Source: an optimization exercise on an open RTL-to-GDS flow (aim: small area, a short achievable clock period and few clock cycles per item). Production flows keep margins and buffers that such runs may drop.
No run shown here included a check of the RTL's function; only the layout flow was run.
No activity file was given, so power comes from the tool's default toggle rates.

## flow/design.v (module list and top-level ports; edited modules follow where they fit)
// module csa_fa: 9 lines
// module csa_ha: 8 lines
// module binary_neuron: 1053 lines
module binary_neuron (
    input  logic                    clk,
    input  logic                    reset,
    input  logic                    in_valid,
    output logic                    in_ready,
    input  logic [320:0]            in_req,
    output logic                    out_valid,
    input  logic                    out_ready,
    output logic [9:0]              out_sum
);
  // ...
==> flow/flow/run.sh <==
#!/bin/bash
# The standard layout (standard.sh: ORFS synthesis to final layout), with
# two changes:
#  - the input and output ports are buffered with the smallest buffer,
#    sky130_fd_sc_hd__buf_1, instead of the cell buffer_ports picks by default
#    (clkdlybuf4s50_1); later repair steps may still resize them;
#  - clock tree synthesis adds no dummy loads to the clock tree, and groups
#    the flip-flops into clusters of up to 15 within 75 um for its leaf
#    buffers (instead of searching for a clustering itself).
set -euo pipefail
# keep temporary files (Yosys/ABC) inside the work folder
export TMPDIR="$PWD/tmp"
mkdir -p "$TMPDIR"
export BUFFER_PORTS_ARGS="-buffer_cell sky130_fd_sc_hd__buf_1"
export CTS_ARGS="-sink_clustering_enable -repair_clock_nets -buf_list sky130_fd_sc_hd__clkbuf_8 -dont_use_dummy_load -sink_clustering_size 15 -sink_clustering_max_diameter 75"
bash standard.sh > standard_flow.log 2>&1
==> flow/standard.sh <==
#!/bin/bash
# synth_recipe.tcl (not shown) runs the flow's synth.tcl, then flattens the netlist and writes it again
# the make line also repeats each setting of config.mk as NAME=value (left out here)
make -C /OpenROAD-flow-scripts/flow DESIGN_CONFIG=/design/flow/config.mk WORK_HOME=/design/flow/orfs CLKGATE_MAP_FILE= SYNTH_SCRIPT=/design/flow/synth_recipe.tcl "${@:-finish}"
==> flow/config.mk <==
export PLATFORM = sky130hd
export DESIGN_NAME = binary_neuron
export DESIGN_NICKNAME = binary_neuron
export VERILOG_FILES = /design/flow/design.v
export SDC_FILE = /design/flow/constraint.sdc
export NUM_CORES = 4
export LEC_CHECK = 0
export CAP_MARGIN = 20
export CORE_MARGIN = 2
export CORE_UTILIZATION = 40
export CTS_BUF_LIST = sky130_fd_sc_hd__clkbuf_8
export SLEW_MARGIN = 20
export SYNTH_HIERARCHICAL = 1
export SYNTH_MINIMUM_KEEP_SIZE = 0
==> flow/constraint.sdc <==
create_clock -name core_clock -period 6.0 [get_ports {clk}]
set_input_delay 1.2000 -clock core_clock [delete_from_list [all_inputs] [get_ports {clk}]]
set_output_delay 1.2000 -clock core_clock [all_outputs]
set_load 0.01 [all_outputs]
==> reports/metrics.csv, run 1 <==
metric,value,unit
root_buffer,clkbuf_8,
final_cell_mix,"335 x buf_1, 277 x dfxtp_1, 243 x fa_1",
path_class,input pin to flop,
avgRoutedWirePerCell,17.7,um
core_area,40900,um^2
top_layer,met4,
diodes,3,
nFillCells,3813,
end_kind,flop,
max_flop_register,q_data,
stdcell_count,2183,
critPathMaxFanout,10,
start_util,40.6,%
met3_length,2.04,mm
worst_slack,3.61,ns
clock.fmax,418,MHz
critPathRequiredTime,6.18,ns
status,"complete, no violations",
cts.sinks,337,
hold_viol_final,0,
cts_max_level,1,
power_clock,1.08,mW
placement.setup.worst_slack,3.06,ns
port_buffers,336,
insertion_delay,0.61,ns
regArea,7350,um^2
power_frac_comb,45.2,%
dominant_cells,multi-input combinational cells,
grt_max_degree,28,
==> run 2, diff against run 1 <==
--- a/flow/design.v
+++ b/flow/design.v
@@ -216,18 +216,18 @@
     wire p1_62 = in_req[70] ^ (~in_req[2] & in_req[69]);
     wire p2_62 = in_req[71] ^ (~in_req[2] & (in_req[69] | in_req[70]));
     wire q3_62 = ~(in_req[72] ^ (~in_req[2] & (in_req[69] | in_req[70] | in_req[71])));
     wire p1_63 = in_req[66] ^ (~in_req[1] & in_req[65]);
     wire p2_63 = in_req[67] ^ (~in_req[1] & (in_req[65] | in_req[66]));
     wire q3_63 = ~(in_req[68] ^ (~in_req[1] & (in_req[65] | in_req[66] | in_req[67])));
     logic r1_s39, r1_s41, r1_s43, r1_s45, r1_s47, r1_s49, r1_s51, r1_s53, r1_s55, r1_s65, r1_s67, r1_s69, r1_s71, r1_s73, r1_s75, r1_s77, r1_s79, r1_s81, r1_s83, r1_s85, r1_s87, r1_s89, r1_s91, r1_s93, r1_s95, r1_s97, r1_s99, r1_s101, r1_s103, r1_s105, r1_s107, r1_c44, r1_c46, r1_c48, r1_c50, r1_c52, r1_c54, r1_c56, r1_s109, r1_s111, r1_s113, r1_s115, r1_s117, r1_s119, r1_s121, r1_p2_62, r1_p2_63, r1_c66, r1_c68, r1_c70, r1_c72, r1_c74, r1_c76, r1_c78, r1_c80, r1_c82, r1_c84, r1_c86, r1_c88, r1_c90, r1_c92, r1_c94, r1_c96, r1_c98, r1_c100, r1_c102, r1_c104, r1_c106, r1_c108, r1_s161, r1_s163, r1_s165, r1_s167, r1_s169, r1_s171, r1_s173, r1_s175, r1_s177, r1_s179, r1_s181, r1_s183, r1_s185, r1_s187, r1_s189, r1_s191, r1_s193, r1_s195, r1_s197, r1_s199, r1_s201, r1_c110, r1_c112, r1_c114, r1_c116, r1_c118, r1_c120, r1_c122, r1_q3_62, r1_q3_63, r1_c162, r1_c164, r1_c166, r1_c168, r1_c170, r1_c172, r1_c174, r1_c176, r1_c178, r1_c180, r1_c182, r1_c184, r1_c186, r1_c188, r1_c190, r1_c192, r1_c194, r1_c196, r1_c198, r1_c200, r1_c202, r1_s273, r1_s275, r1_s277, r1_s279, r1_s281, r1_s283, r1_s285, r1_s287, r1_s289, r1_s291, r1_s293, r1_s295, r1_s297, r1_s299, r1_s301, r1_s303, r1_s305, r1_s307, r1_s309, r1_s311, r1_s313, r1_c274, r1_c276, r1_c278, r1_c280, r1_c282, r1_c284, r1_c286, r1_c288, r1_c290, r1_c292, r1_c294, r1_c296, r1_c298, r1_c300, r1_c302, r1_c304, r1_c306, r1_c308, r1_c310, r1_c312, r1_c314;
     logic r2_s257, r2_c158, r2_c160, r2_s259, r2_s261, r2_s263, r2_s265, r2_c258, r2_s365, r2_c260, r2_c262, r2_s367, r2_s369, r2_c264, r2_c266, r2_s371, r2_s373, r2_s375, r2_s377, r2_s419, r2_c366, r2_c368, r2_c370, r2_s421, r2_s423, r2_c372, r2_c374, r2_s425, r2_s427, r2_c376, r2_c378, r2_s429, r2_s431, r2_c418, r2_c420, r2_c422, r2_c424, r2_c426, r2_c428, r2_s457, r2_s459, r2_c430, r2_s461, r2_c432, r2_c458, r2_c460, r2_c462, r2_s483, r2_c484, r2_s63, r2_s157, r2_s159;
-    logic r3_c392, r3_s447, r3_s449, r3_c448, r3_c450, r3_s475, r3_s477, r3_c476, r3_s489, r3_c478, r3_s491, r3_c488, r3_s497, r3_c490, r3_c492, r3_c498, r3_s63, r3_s157, r3_s271, r3_s391, r3_s159;
-    logic r4_s63, r4_s157, r4_s271, r4_s391, r4_s451, r4_s481, r4_c482, r4_c496, r4_c502, r4_c504, r4_s159, r4_s495, r4_s501, r4_s503;
+    logic r3_s447, r3_c392, r3_s449, r3_c448, r3_s475, r3_c450, r3_s477, r3_c476, r3_s489, r3_c478, r3_s491, r3_c488, r3_s497, r3_c490, r3_c492, r3_c498, r3_s63, r3_s157, r3_s271, r3_s391, r3_s159;
+    logic r4_s63, r4_s157, r4_s271, r4_s391, r4_s451, r4_s481, r4_c482, r4_c496, r4_s503, r4_c504, r4_s159, r4_s495, r4_s501, r4_c502;
     wire s1 = ~(in_req[317] ^ in_req[313]);
     wire c2 = in_req[317] | in_req[313];
     wire s3, c4;
     csa_fa u_s3 (.a(in_req[309]), .b(in_req[305]), .c(in_req[301]), .s(s3), .co(c4));
     wire s5, c6;
     csa_fa u_s5 (.a(in_req[297]), .b(in_req[293]), .c(in_req[289]), .s(s5), .co(c6));
     wire s7, c8;
     csa_fa u_s7 (.a(in_req[285]), .b(in_req[281]), .c(in_req[277]), .s(s7), .co(c8));
@@ -665,21 +665,21 @@
     csa_fa u_s439 (.a(r2_s427), .b(r2_c376), .c(r2_c378), .s(s439), .co(c440));
     wire s441, c442;
     csa_fa u_s441 (.a(r2_s429), .b(r2_s431), .c(c380), .s(s441), .co(c442));
     wire s443, c444;
     csa_fa u_s443 (.a(c382), .b(c384), .c(c386), .s(s443), .co(c444));
     wire s445, c446;
     csa_fa u_s445 (.a(s433), .b(s435), .c(s437), .s(s445), .co(c446));
     wire s447, c448;
-    csa_fa u_s447 (.a(s439), .b(c388), .c(c390), .s(s447), .co(c448));
+    csa_fa u_s447 (.a(s439), .b(s441), .c(s443), .s(s447), .co(c448));
     wire s449, c450;
-    csa_fa u_s449 (.a(s441), .b(s443), .c(s445), .s(s449), .co(c450));
+    csa_fa u_s449 (.a(c388), .b(c390), .c(s445), .s(s449), .co(c450));
     wire s451, c452;
-    csa_fa u_s451 (.a(r3_c392), .b(r3_s447), .c(r3_s449), .s(s451), .co(c452));
+    csa_fa u_s451 (.a(r3_s447), .b(r3_c392), .c(r3_s449), .s(s451), .co(c452));
     wire s453 = ~(c394 ^ c396);
     wire c454 = c394 | c396;
     wire s455, c456;
     csa_fa u_s455 (.a(c398), .b(c400), .c(c402), .s(s455), .co(c456));
     wire s457, c458;
     csa_fa u_s457 (.a(c404), .b(c406), .c(c408), .s(s457), .co(c458));
     wire s459, c460;
     csa_fa u_s459 (.a(c410), .b(c412), .c(c414), .s(s459), .co(c460));
@@ -693,47 +693,47 @@
     csa_fa u_s467 (.a(r2_s457), .b(r2_s459), .c(r2_c430), .s(s467), .co(c468));
     wire s469, c470;
     csa_fa u_s469 (.a(r2_s461), .b(r2_c432), .c(c434), .s(s469), .co(c470));
     wire s471, c472;
     csa_fa u_s471 (.a(c436), .b(c438), .c(c440), .s(s471), .co(c472));
     wire s473, c474;
     csa_fa u_s473 (.a(s463), .b(s465), .c(s467), .s(s473), .co(c474));
     wire s475, c476;
-    csa_fa u_s475 (.a(c442), .b(c444), .c(c446), .s(s475), .co(c476));
+    csa_fa u_s475 (.a(c442), .b(c444), .c(s469), .s(s475), .co(c476));
     wire s477, c478;
-    csa_fa u_s477 (.a(s469), .b(s471), .c(s473), .s(s477), .co(c478));
+    csa_fa u_s477 (.a(s471), .b(c446), .c(s473), .s(s477), .co(c478));
     wire s479, c480;
-    csa_fa u_s479 (.a(r3_c448), .b(r3_c450), .c(r3_s475), .s(s479), .co(c480));
+    csa_fa u_s479 (.a(r3_c448), .b(r3_s475), .c(r3_c450), .s(s479), .co(c480));
     wire s481, c482;
     csa_fa u_s481 (.a(r3_s477), .b(c452), .c(s479), .s(s481), .co(c482));
     wire s483 = ~(c454 ^ c456);
     wire c484 = c454 | c456;
     wire s485, c486;
     csa_fa u_s485 (.a(r2_c458), .b(r2_c460), .c(r2_c462), .s(s485), .co(c486));
     wire s487, c488;
     csa_fa u_s487 (.a(r2_s483), .b(c464), .c(c466), .s(s487), .co(c488));
     wire s489, c490;
     csa_fa u_s489 (.a(c468), .b(s485), .c(c470), .s(s489), .co(c490));
     wire s491, c492;
-    csa_fa u_s491 (.a(c472), .b(c474), .c(s487), .s(s491), .co(c492));
+    csa_fa u_s491 (.a(c472), .b(s487), .c(c474), .s(s491), .co(c492));
     wire s493, c494;
     csa_fa u_s493 (.a(r3_c476), .b(r3_s489), .c(r3_c478), .s(s493), .co(c494));
     wire s495, c496;
     csa_fa u_s495 (.a(r3_s491), .b(c480), .c(s493), .s(s495), .co(c496));
     wire s497 = ~(r2_c484 ^ c486);
     wire c498 = r2_c484 | c486;
     wire s499, c500;
     csa_fa u_s499 (.a(r3_c488), .b(r3_s497), .c(r3_c490), .s(s499), .co(c500));
     wire s501, c502;
     csa_fa u_s501 (.a(r3_c492), .b(c494), .c(s499), .s(s501), .co(c502));
     wire s503 = ~(r3_c498 ^ c500);
     wire c504 = r3_c498 | c500;
-    wire [9:0] row_a = {r4_c504, r4_c502, r4_c496, r4_c482, r4_s481, r4_s451, r4_s391, r4_s271, r4_s157, r4_s63};
-    wire [9:0] row_b = {1'b0, r4_s503, r4_s501, r4_s495, 1'b0, 1'b0, 1'b0, 1'b0, r4_s159, 1'b0};
+    wire [9:0] row_a = {r4_c504, r4_s503, r4_c496, r4_c482, r4_s481, r4_s451, r4_s391, r4_s271, r4_s157, r4_s63};
+    wire [9:0] row_b = {1'b0, r4_c502, r4_s501, r4_s495, 1'b0, 1'b0, 1'b0, 1'b0, r4_s159, 1'b0};
     wire [9:0] total = row_a + row_b;
     logic         accept, pop;
     logic [5:0] pending, pending_next;
     assign accept = in_valid && in_ready;
     assign pop    = out_valid && out_ready;
     always_comb begin
         case ({accept, pop})
             2'b10:   pending_next = {pending[4:0], 1'b1};
@@ -972,22 +972,22 @@
         r2_c462 <= c462;
         r2_s483 <= s483;
         r2_c484 <= c484;
         r2_s63 <= s63;
         r2_s157 <= s157;
         r2_s159 <= s159;
     end
     always_ff @(posedge clk) begin
-        r3_c392 <= c392;
         r3_s447 <= s447;
+        r3_c392 <= c392;
         r3_s449 <= s449;
         r3_c448 <= c448;
-        r3_c450 <= c450;
         r3_s475 <= s475;
+        r3_c450 <= c450;
         r3_s477 <= s477;
         r3_c476 <= c476;
         r3_s489 <= s489;
         r3_c478 <= c478;
         r3_s491 <= s491;
         r3_c488 <= c488;
         r3_s497 <= s497;
         r3_c490 <= c490;
@@ -1003,22 +1003,22 @@
         r4_s63 <= r3_s63;
         r4_s157 <= r3_s157;
         r4_s271 <= r3_s271;
         r4_s391 <= r3_s391;
         r4_s451 <= s451;
         r4_s481 <= s481;
         r4_c482 <= c482;
         r4_c496 <= c496;
-        r4_c502 <= c502;
+        r4_s503 <= s503;
         r4_c504 <= c504;
         r4_s159 <= r3_s159;
         r4_s495 <= s495;
         r4_s501 <= s501;
-        r4_s503 <= s503;
+        r4_c502 <= c502;
     end
     logic [9:0]      q_data [0:4];
     logic [4:0]    q_wr, q_rd, q_occ;
     logic [9:0]      q_head;
     logic            q_empty;
     logic            result;        
     logic            head_load;     
     logic            q_push, q_pull;
==> run 2 against run 1 <==
Compared with the run above:
- global-route usage fell by 0.17 points
- cell count fell by 0.18%
- worst hold slack barely moved
- still clean
- count of clock-buffer cells in the layout fell by 1
- critical endpoint is now q_data[4][9]$_DFFE_PP_
- synthesized cell count did not move
==> reports/metrics.csv, run 2 <==
metric,value,unit,change
status,"complete, no violations",,unchanged
port_buffers,336,,unchanged
final_common_cell,buf_1,,unchanged
finClkSkew,0.107,ns,was 0.0726 ns
cts.sinks,337,,unchanged
drc,0,,unchanged
post_cts_buffers,0,,unchanged
gp_congestion,0.857,,was 0.859
vias,10000,,"was 10,100"
critPathRequiredTime,6.17,ns,was 6.18 ns
yosys-top-cells-area,"dfxtp_1 33%, fa_1 29%, edfxtp_1 11%",,unchanged
final_cell_mix,"335 x buf_1, 277 x dfxtp_1, 243 x fa_1",,unchanged
r2r-start,r1_s173$_DFF_P_,,was r1_s167$_DFF_P_
power_density,447,nW/um^2,was 449 nW/um^2
maxSlewHeadroom,52.0,%,was 50.0%
ff2ff_path_depth,3,,unchanged
slew_violations,0,,unchanged
cp_top_family,simple AND/OR/NAND/NOR gates,,unchanged
syn_nets,1882,,unchanged
nFillCells,3857,,"was 3,813"
fp.dieW,208,um,unchanged
grt_first_pass_wirelength,60.1,mm,was 60.3 mm
io_pins,337,,unchanged
clock.fmax,418,MHz,about the same
synthDominantCellAreaShare,33.4,%,unchanged
syn_area,16600,um^2,unchanged
groute.usage.overall,18.0,%,was 18.2%
yosysSeqAreaShare,44.3,%,unchanged
cts_buffers,26,,was 27
setup_viol,0,,unchanged
clk_path_buf_depth,3,,unchanged
multi_input_area,9060,um^2,unchanged
synthFlopType,dfxtp_1,,unchanged
min_from,r3_s391$_DFF_P_,,was r3_s271$_DFF_P_
setup.worst_path.start_class,input pin,,unchanged
ant_nets,0,,unchanged
postSynthCellCount,1298,,unchanged
dr.pass1.iters,5,,unchanged
hp-class,flop to flop,,unchanged
rsz0062_at_grt,no,,unchanged
fin_area,18800,um^2,about the same
grt_pass1_vias,11100,,"was 11,000"
grt_max_degree,28,,unchanged
end_kind,flop,,unchanged
fin_setup_tns,0,ns,unchanged
worst_pin_slew,0.719,ns,was 0.749 ns
drive_gt1_share,2.00,%,was 2.06%
synth.distinct_cells,40,,unchanged
cts_resized,0,,unchanged
path_cells,"buf_1, nor2b_1, o21a_1, and2_1",,"was buf_1, nor2b_1, o21a_1, nand2_1, inv_1"
start_util,40.6,%,unchanged
largest_reg_flops,50,,unchanged
dieArea,43100,um^2,unchanged
finalNetCount,2233,,"was 2,234"
overflow,0,,unchanged
finalPower,8.41,mW,was 8.46 mW
synth.avg_cell_area,12.8,um^2,unchanged
place.detailed.hpwl,33.3,mm,was 33.9 mm
min_to,r4_s391$_DFF_P_,,was r4_s271$_DFF_P_
synth_common_cells,"277 x dfxtp_1, 243 x fa_1, 213 x nor2_1",,unchanged
synth-edff-count,60,,unchanged
critPathMaxFanout,11,,was 10
avgRoutedWirePerCell,17.4,um,was 17.7 um
max_flop_register,q_data,,unchanged
syn2layout_area_growth,13.4,%,was 13.6%
cts_tree,built,,unchanged
async_flop_share,0,%,unchanged
die_h,208,um,unchanged
finalCriticalPeriod,2.39,ns,about the same
cts_hold_buffers,0,,unchanged
synth_top_area_cell,dfxtp_1,,unchanged
holdPathStages,0,,unchanged
first_iter_violations,521,,was 444
dpl_cell_area,18500,um^2,unchanged
ir_drop,0.276,mV,was 0.239 mV
ys_ff_latch,337,,unchanged
path_class,input pin to flop,,unchanged
insertion_delay,0.60,ns,was 0.61 ns
cts_max_level,1,,unchanged
r2r-end,r2_s265$_DFF_P_,,unchanged
root_buffer,clkbuf_8,,unchanged
critPathMaxStageDelay,0.57,ns,was 0.59 ns
crit_buf_inv,1,,was 2
regArea,7350,um^2,unchanged
finalWirelength,38.0,mm,was 38.7 mm
cp_slowest_cell,nor2b_1,,unchanged
core_area,40900,um^2,unchanged
worst_ep_arrival_time,2.56,ns,was 2.57 ns
reg_top3,"q_data x50, out_sum x10, pending x6",,unchanged
reg2reg_slack,3.81,ns,was 3.84 ns
yosys_warnings,8,,unchanged
viasPerCell,4.61,,was 4.62
clk_pin_slew_worst_paths,0.08,ns,was 0.09 ns
yosysMostFrequentCell,dfxtp_1,,unchanged
rows,74,,unchanged
diodes,0,,was 3
hold_viol_final,0,,unchanged
grt_antenna_before_repair,0,,was 3
cap_violations,0,,unchanged
hold_slack,0.332,ns,about the same
p_leak,6.93,nW,was 6.94 nW
finalCritPeriodShare,39.8,%,was 39.9%
-- run 2: cell counts after synthesis --
Identical to the previous run, type by type.
-- run 2: how the worst max path moves through the flow --
stage,startpoint,end,slack (ns),depth (start not counted)
2_1_floorplan,out_ready,q_data[4][0]$_DFFE_PP_,3.67,4
3_3_place_gp,out_ready,q_data[4][6]$_DFFE_PP_,3.12,4
3_5_place_dp,out_ready,q_data[4][7]$_DFFE_PP_,3.06,4
4_1_cts,out_ready,q_data[4][9]$_DFFE_PP_,3.64,4
5_1_grt,out_ready,q_data[4][9]$_DFFE_PP_,3.51,4
6_report,out_ready,q_data[4][9]$_DFFE_PP_,3.61,4
-- run 2: worst reg2reg max path, delay by kind of cell (launching register included) --
family	cells	cell delay, ns
fa+ha+maj	3	1.65
flops	1	0.33
-- run 2: per-module statistics from Yosys, one instance, submodules excluded --
module / cell area (um^2) / cells inside / times used / flops+latches
binary_neuron: 11700 / 1055 / 1 / 337
csa_fa: 20.0 / 1 / 243 / 0
-- run 2: kinds of logic after synthesis --
logic type | synth area share, %
adders and majority gates | 30.5
muxes | 0.128
buffers and inverters | 1.16
xor gates and xnor gates | 10.6
DFF | 44.3
AOI/OAI and AO/OA | 2.60
and+or+nand+nor | 10.8
-- run 2: routing by layer --
metal | global-route usage, % | wire length (um)
met1 | 22.0 | 15400
met2 | 33.7 | 20000
met3 | 2.65 | 1840
met4 | 3.77 | 798
met5 | 0 | 0
-- run 2: where the power goes --
group          leakage [nW]  internal [mW]  total, mW  switching (mW)
clock                 0.187          0.387       1.05           0.665
sequential             2.88           3.19       3.55           0.360
combinational          3.87           1.73       3.81            2.08
-- run 2: layout make-up --
| cell class | count | share of cell area [%] |
|---|---|---|
| sequential | 337 | 39.0 |
| inverter | 36 | 0.718 |
| clock buffer | 26 | 1.90 |
| multi-input combinational | 912 | 48.1 |
| tap | 532 | 3.54 |
| timing repair buffer | 336 | 6.71 |
-- run 2: metrics by stage --
step	setup WS, ns	std cells	util [%]
5_1_grt	3.51	2179	46.0
2_1_floorplan	3.67	1298	-
3_5_place_dp	3.06	2153	45.1
3_3_place_gp	3.12	2153	45.1
4_1_cts	3.64	2179	46.0
6_report	3.61	2179	46.0

==> afterwards: timing with drivers on the ports <==
The flow's constraints put no driver on any port. The routed layouts listed below were extracted and timed again, unchanged, in two steps.
Step 1, drivers: a clkbuf_16 drives clk and a buf_2 each remaining input, both assumed.
Step 2, shift: input delay + t, output delay - t, t = (earliest + latest rising clock arrival at the registers) / 2. This alone moves slack from input paths to output paths.
Slacks: ideal ports / drivers / drivers and shift; pairs: ideal ports / drivers.
run | shift t [ns] | setup WS [ns] | hold slack, ns | latest minus earliest clock arrival (ns) | worst slew at a driven data input, ns
run 1 | 0.609 | 3.608 / 3.631 / 3.022 | 0.332 / 0.332 / 0.332 | 0.092 / 0.092 | 0.08
run 2 | 0.597 | 3.609 / 3.634 / 3.037 | 0.332 / 0.332 / 0.332 | 0.109 / 0.109 | 0.07
After both steps setup and hold are still met in every run listed. For run 1, which loses most, drivers alone change the setup slack by +0.023 ns; drivers and shift together by -0.586 ns.
